What follows belongs to an exercise in optimizing a design on an open flow for small area and a short achievable clock period; a production flow would make more cautious choices.
Only simulation tests tie the RTL to the original design; equivalence was not proved.

== AL ==
==> flow/design.v <==
package punc_mem_responder_pkg;
    localparam int WORD_W = 16;
    localparam logic [WORD_W-1:0] DSR_ADDR_DEF = 16'hFE04;
    localparam logic [WORD_W-1:0] DDR_ADDR_DEF = 16'hFE06;
endpackage
import punc_mem_responder_pkg::*;
module punc_mem_bit_next #(
    parameter int N = 1
) (
    input  logic [N-1:0] q,
    input  logic [N-1:0] keep,
    input  logic [N-1:0] wdata,
    input  logic [N-1:0] wsel,
    output logic [N-1:0] d
);
    assign d = (q & keep) | (wdata & wsel);
endmodule
module punc_mem_aoi22 #(
    parameter int N = 1
) (
    input  logic [N-1:0] a0,
    input  logic [N-1:0] s0,
    input  logic [N-1:0] a1,
    input  logic [N-1:0] s1,
    output logic [N-1:0] y_n
);
    assign y_n = ~((a0 & s0) | (a1 & s1));
endmodule
module punc_mem_nand4 #(
    parameter int N = 1
) (
    input  logic [N-1:0] a,
    input  logic [N-1:0] b,
    input  logic [N-1:0] c,
    input  logic [N-1:0] d,
    output logic [N-1:0] y
);
    assign y = ~(a & b & c & d);
endmodule
module punc_mem_nor2 #(
    parameter int N = 1
) (
    input  logic [N-1:0] a,
    input  logic [N-1:0] b,
    output logic [N-1:0] y
);
    assign y = ~(a | b);
endmodule
module punc_mem_nand2 #(
    parameter int N = 1
) (
    input  logic [N-1:0] a,
    input  logic [N-1:0] b,
    output logic [N-1:0] y
);
    assign y = ~(a & b);
endmodule
module punc_mem_nand3 #(
    parameter int N = 1
) (
    input  logic [N-1:0] a,
    input  logic [N-1:0] b,
    input  logic [N-1:0] c,
    output logic [N-1:0] y
);
    assign y = ~(a & b & c);
endmodule
import punc_mem_responder_pkg::*;
module punc_mem_responder
#(
    parameter int                DEPTH_LOG2  = 8,
    parameter int                WAIT_CYCLES = 1,
    parameter logic [WORD_W-1:0] DSR_ADDR    = DSR_ADDR_DEF,
    parameter logic [WORD_W-1:0] DDR_ADDR    = DDR_ADDR_DEF
) (
    input  logic              clk,
    input  logic              rst,
    input  logic              req_valid,
    output logic              req_ready,
    input  logic              req_we,
    input  logic [WORD_W-1:0] req_addr,
    input  logic [WORD_W-1:0] req_wdata,
    output logic              rsp_valid,
    output logic [WORD_W-1:0] rsp_rdata,
    output logic              rsp_err,
    input  logic              load_en,
    input  logic [WORD_W-1:0] load_addr,
    input  logic [WORD_W-1:0] load_data,
    output logic              io_tx_valid,
    output logic [WORD_W-1:0] io_tx_data,
    input  logic              io_tx_ready
);
    localparam int DEPTH  = 1 << DEPTH_LOG2;
    logic idle_q, wait_q, hold_q, resp_q;
    logic req_ready_q;   
    logic                  in_ram_q;     
    logic                  dsr_rd_q;
    logic                  ddr_wr_q;
    logic                  ram_wr_q;     
    logic                  pre_wr_q;     
    logic [DEPTH-1:0]      sel_q;        
    logic [WORD_W-1:0]     wdata_q;      
    logic                  wr_en;        
    logic [WORD_W-1:0]     rsp_rdata_q;
    logic                  rsp_err_q;
    logic                  io_tx_valid_q;
    logic [WORD_W-1:0]     io_tx_data_q;
    logic                  acc_in_ram, acc_dsr, acc_ddr, acc_err;
    logic                  tx_load, to_hold;
    localparam int BITS  = DEPTH * WORD_W;
    logic [BITS-1:0]   mem_q, mem_d;
    logic [DEPTH-1:0]  sel, keep;
    logic [BITS-1:0]   wsel_v, keep_v, wdata_v;
    logic [WORD_W-1:0] wdata_g;
    logic [WORD_W-1:0] ram_rd_data;
    always_comb begin
        sel     = sel_q;
        keep    = ~(sel & {DEPTH{wr_en}});
        wdata_g = wdata_q & {WORD_W{wr_en}};
        for (int w = 0; w < DEPTH; w++) begin
            wsel_v[w*WORD_W +: WORD_W]  = {WORD_W{sel[w]}};
            keep_v[w*WORD_W +: WORD_W]  = {WORD_W{keep[w]}};
            wdata_v[w*WORD_W +: WORD_W] = wdata_g;
        end
    end
    punc_mem_bit_next #(
        .N (BITS)
    ) u_next (
        .q     (mem_q),
        .keep  (keep_v),
        .wdata (wdata_v),
        .wsel  (wsel_v),
        .d     (mem_d)
    );
    always_ff @(posedge clk) begin
        mem_q <= mem_d;
    end
    logic [128*WORD_W-1:0] l1_a0, l1_s0, l1_a1, l1_s1, l1_n;
    logic [32*WORD_W-1:0]  l2;
    logic [16*WORD_W-1:0]  l3_n;
    logic [4*WORD_W-1:0]   l4;
    logic [2*WORD_W-1:0]   l5_n;
    logic                  dsr_n;
    always_comb begin
        for (int k = 0; k < 128; k++) begin
            l1_a0[k*WORD_W +: WORD_W] = mem_q[(2*k)*WORD_W +: WORD_W];
            l1_a1[k*WORD_W +: WORD_W] = mem_q[(2*k+1)*WORD_W +: WORD_W];
            l1_s0[k*WORD_W +: WORD_W] = {WORD_W{sel[2*k]}};
            l1_s1[k*WORD_W +: WORD_W] = {WORD_W{sel[2*k+1]}};
        end
    end
    punc_mem_aoi22 #(.N (128*WORD_W)) u_l1 (
        .a0 (l1_a0), .s0 (l1_s0), .a1 (l1_a1), .s1 (l1_s1), .y_n (l1_n)
    );
    punc_mem_nand4 #(.N (32*WORD_W)) u_l2 (
        .a (l1_n[0 +: 32*WORD_W]),           .b (l1_n[32*WORD_W +: 32*WORD_W]),
        .c (l1_n[64*WORD_W +: 32*WORD_W]),   .d (l1_n[96*WORD_W +: 32*WORD_W]),
        .y (l2)
    );
    punc_mem_nor2 #(.N (16*WORD_W)) u_l3 (
        .a (l2[0 +: 16*WORD_W]), .b (l2[16*WORD_W +: 16*WORD_W]), .y (l3_n)
    );
    punc_mem_nand4 #(.N (4*WORD_W)) u_l4 (
        .a (l3_n[0 +: 4*WORD_W]),            .b (l3_n[4*WORD_W +: 4*WORD_W]),
        .c (l3_n[8*WORD_W +: 4*WORD_W]),     .d (l3_n[12*WORD_W +: 4*WORD_W]),
        .y (l4)
    );
    punc_mem_nor2 #(.N (2*WORD_W)) u_l5 (
        .a (l4[0 +: 2*WORD_W]), .b (l4[2*WORD_W +: 2*WORD_W]), .y (l5_n)
    );
    punc_mem_nand2 #(.N (WORD_W-1)) u_l6 (
        .a (l5_n[0 +: WORD_W-1]), .b (l5_n[WORD_W +: WORD_W-1]),
        .y (ram_rd_data[WORD_W-2:0])
    );
    assign dsr_n = !(acc_dsr && !io_tx_valid_q);
    punc_mem_nand3 #(.N (1)) u_l6_top (
        .a (l5_n[WORD_W-1]), .b (l5_n[2*WORD_W-1]), .c (dsr_n),
        .y (ram_rd_data[WORD_W-1])
    );
    assign acc_in_ram = in_ram_q;
    assign acc_dsr    = dsr_rd_q;
    assign acc_ddr    = ddr_wr_q;
    assign acc_err    = !(in_ram_q || dsr_rd_q || ddr_wr_q);
    assign to_hold = wait_q && acc_ddr && io_tx_valid_q;
    assign tx_load = (wait_q && acc_ddr && !io_tx_valid_q) ||
                     (hold_q && (!io_tx_valid_q || io_tx_ready));
    always_ff @(posedge clk) begin
        if (rst) begin
            idle_q        <= 1'b1;
            req_ready_q   <= 1'b1;
            wait_q        <= 1'b0;
            hold_q        <= 1'b0;
            resp_q        <= 1'b0;
            io_tx_valid_q <= 1'b0;
        end else begin
            idle_q        <= (idle_q && !req_valid) || resp_q;
            req_ready_q   <= (req_ready_q && !req_valid) || resp_q;
            wait_q        <= idle_q && req_valid;
            hold_q        <= to_hold || (hold_q && !tx_load);
            resp_q        <= (wait_q && !to_hold) || (hold_q && tx_load);
            io_tx_valid_q <= (io_tx_valid_q && !io_tx_ready) || tx_load;
        end
    end
    assign wr_en = pre_wr_q || (wait_q && ram_wr_q && !rst);
    always_ff @(posedge clk) begin
        pre_wr_q <= !rst && idle_q && !req_valid && load_en &&
                    (load_addr[WORD_W-1:DEPTH_LOG2] == '0);
    end
    logic [DEPTH_LOG2-1:0] cap_addr;
    logic                  cap_any;
    assign cap_addr = req_valid ? req_addr[DEPTH_LOG2-1:0] : load_addr[DEPTH_LOG2-1:0];
    assign cap_any  = !req_valid || (req_addr[WORD_W-1:DEPTH_LOG2] == '0);
    localparam int PD_W = DEPTH_LOG2 / 2;
    localparam int PD_N = 1 << PD_W;
    logic [PD_N-1:0]  lo_n, hi_n;
    logic [DEPTH-1:0] sel_d, dec_lo_n, dec_hi_n;
    always_comb begin
        for (int i = 0; i < PD_N; i++) begin
            lo_n[i] = !(cap_any && (cap_addr[PD_W-1:0] == PD_W'(i)));
            hi_n[i] = !(cap_addr[DEPTH_LOG2-1:PD_W] == PD_W'(i));
        end
        for (int w = 0; w < DEPTH; w++) begin
            dec_lo_n[w] = lo_n[w % PD_N];
            dec_hi_n[w] = hi_n[w / PD_N];
        end
    end
    punc_mem_nor2 #(.N (DEPTH)) u_dec (
        .a (dec_lo_n), .b (dec_hi_n), .y (sel_d)
    );
    always_ff @(posedge clk) begin
        in_ram_q <= (req_addr[WORD_W-1:DEPTH_LOG2] == '0);
        dsr_rd_q <= (req_addr == DSR_ADDR) && !req_we;
        ddr_wr_q <= (req_addr == DDR_ADDR) && req_we;
        ram_wr_q <= (req_addr[WORD_W-1:DEPTH_LOG2] == '0) && req_we;
        sel_q <= sel_d;
        if (idle_q) begin
            wdata_q <= req_valid ? req_wdata : load_data;
        end
    end
    always_ff @(posedge clk) begin
        rsp_rdata_q <= ram_rd_data;
        rsp_err_q <= wait_q && acc_err;
        if (tx_load) begin
            io_tx_data_q <= wdata_q;
        end
    end
    assign req_ready   = req_ready_q;
    assign rsp_valid   = resp_q;
    assign rsp_rdata   = rsp_rdata_q;
    assign rsp_err     = rsp_err_q;
    assign io_tx_valid = io_tx_valid_q;
    assign io_tx_data  = io_tx_data_q;
endmodule
Settings: LEC_CHECK=0, ABC_CLOCK_PERIOD_IN_PS=2500, CAP_MARGIN=20, CELL_PAD_IN_SITES_DETAIL_PLACEMENT=2, CELL_PAD_IN_SITES_GLOBAL_PLACEMENT=2, CORE_MARGIN=2, CORE_UTILIZATION=45, CTS_CLUSTER_DIAMETER=60, CTS_CLUSTER_SIZE=30, PLACE_DENSITY=0.55, SETUP_SLACK_MARGIN=3.4, SLEW_MARGIN=20, SYNTH_HIERARCHICAL=1; clock period 6.0 ns.
standard.sh (not shown) runs the stock make flow with config.mk's settings and CLKGATE_MAP_FILE= SYNTH_SCRIPT=/design/flow/synth_recipe.tcl, a recipe that flattens the netlist after the stock synthesis.
==> flow/flow/run.sh <==
#!/bin/bash
# Own layout flow: the standard ORFS flow (standard.sh) with three
# changes to how the layout is made:
#  - the resizer may change a cell's footprint when it repairs timing;
#  - the port buffers are buf_4 rather than the delay cells buffer_ports
#    picks by default;
set -euo pipefail
bash standard.sh MATCH_CELL_FOOTPRINT=0 \
  "BUFFER_PORTS_ARGS=-buffer_cell sky130_fd_sc_hd__buf_4" \
  "CTS_ARGS=-sink_clustering_enable -repair_clock_nets -sink_clustering_size 30 -sink_clustering_max_diameter 60 -dont_use_dummy_load" \
  finish > standard_flow.log 2>&1
AL: all stages complete, timing, DRC and antenna checks passed
Setup changes, AL to MS
- PLACE_DENSITY now 0.65, was 0.55
- CORE_UTILIZATION now 55, was 45
-- flow/flow/run.sh --
<<< AL, line 9
  "BUFFER_PORTS_ARGS=-buffer_cell sky130_fd_sc_hd__buf_4" \
  "CTS_ARGS=-sink_clustering_enable -repair_clock_nets -sink_clustering_size 30 -sink_clustering_max_diameter 60 -dont_use_dummy_load" \
  finish > standard_flow.log 2>&1
>>> MS, line 9
  "BUFFER_PORTS_ARGS=-buffer_cell sky130_fd_sc_hd__buf_4" \
  "CTS_ARGS=-sink_clustering_enable -repair_clock_nets -sink_clustering_size 30 -sink_clustering_max_diameter 60 -dont_use_dummy_load -sink_clustering_buffer sky130_fd_sc_hd__clkbuf_8" \
  finish > standard_flow.log 2>&1
==> run notes <==
Post-detailed-placement cell area shrinks slightly when moving from AL to MS. Post-synthesis sequential area ratio: MS vs AL identical. Compared with AL, in MS register bit total from synthesis comparable; number of clock sinks has remained practically unchanged. MS vs. AL: clock tree buffer depth level; HPWL after detailed placement has increased; number of cells after detailed placement shows a reduction of 813. Diff AL..MS | number of port buffers | unchanged. Comparing AL and MS, the one run not ending clean was MS. MS did not run to completion, as it errored out during clock tree synthesis (4_1_cts). Width of the die was lower in MS than in AL.

[port drivers added, routing unchanged]
Ports are ideal in the flow. The routed layout listed here was re-timed in OpenROAD.
Step 1 (the two cells are an assumption about what drives the block):
set clk [get_ports {clk}]
set_driving_cell -lib_cell sky130_fd_sc_hd__clkbuf_16 $clk
set_driving_cell -lib_cell sky130_fd_sc_hd__buf_2 [delete_from_list [all_inputs] $clk]
Step 2 also shifts input and output timing later by t, the mid clock arrival at the registers, as if the neighbouring blocks saw the same clock.
Three values: no drivers, after step 1, after step 2; two values: the first two.
run: AL
t (ns): 1.038
setup WS [ns]: 3.014 / 2.950 / 2.320
worst hold slack (ns): 0.464 / 0.382 / 0.482
After both steps AL still meets setup and hold. The setup slack of AL moves by -0.064 ns with the drivers and by -0.694 ns with both steps.
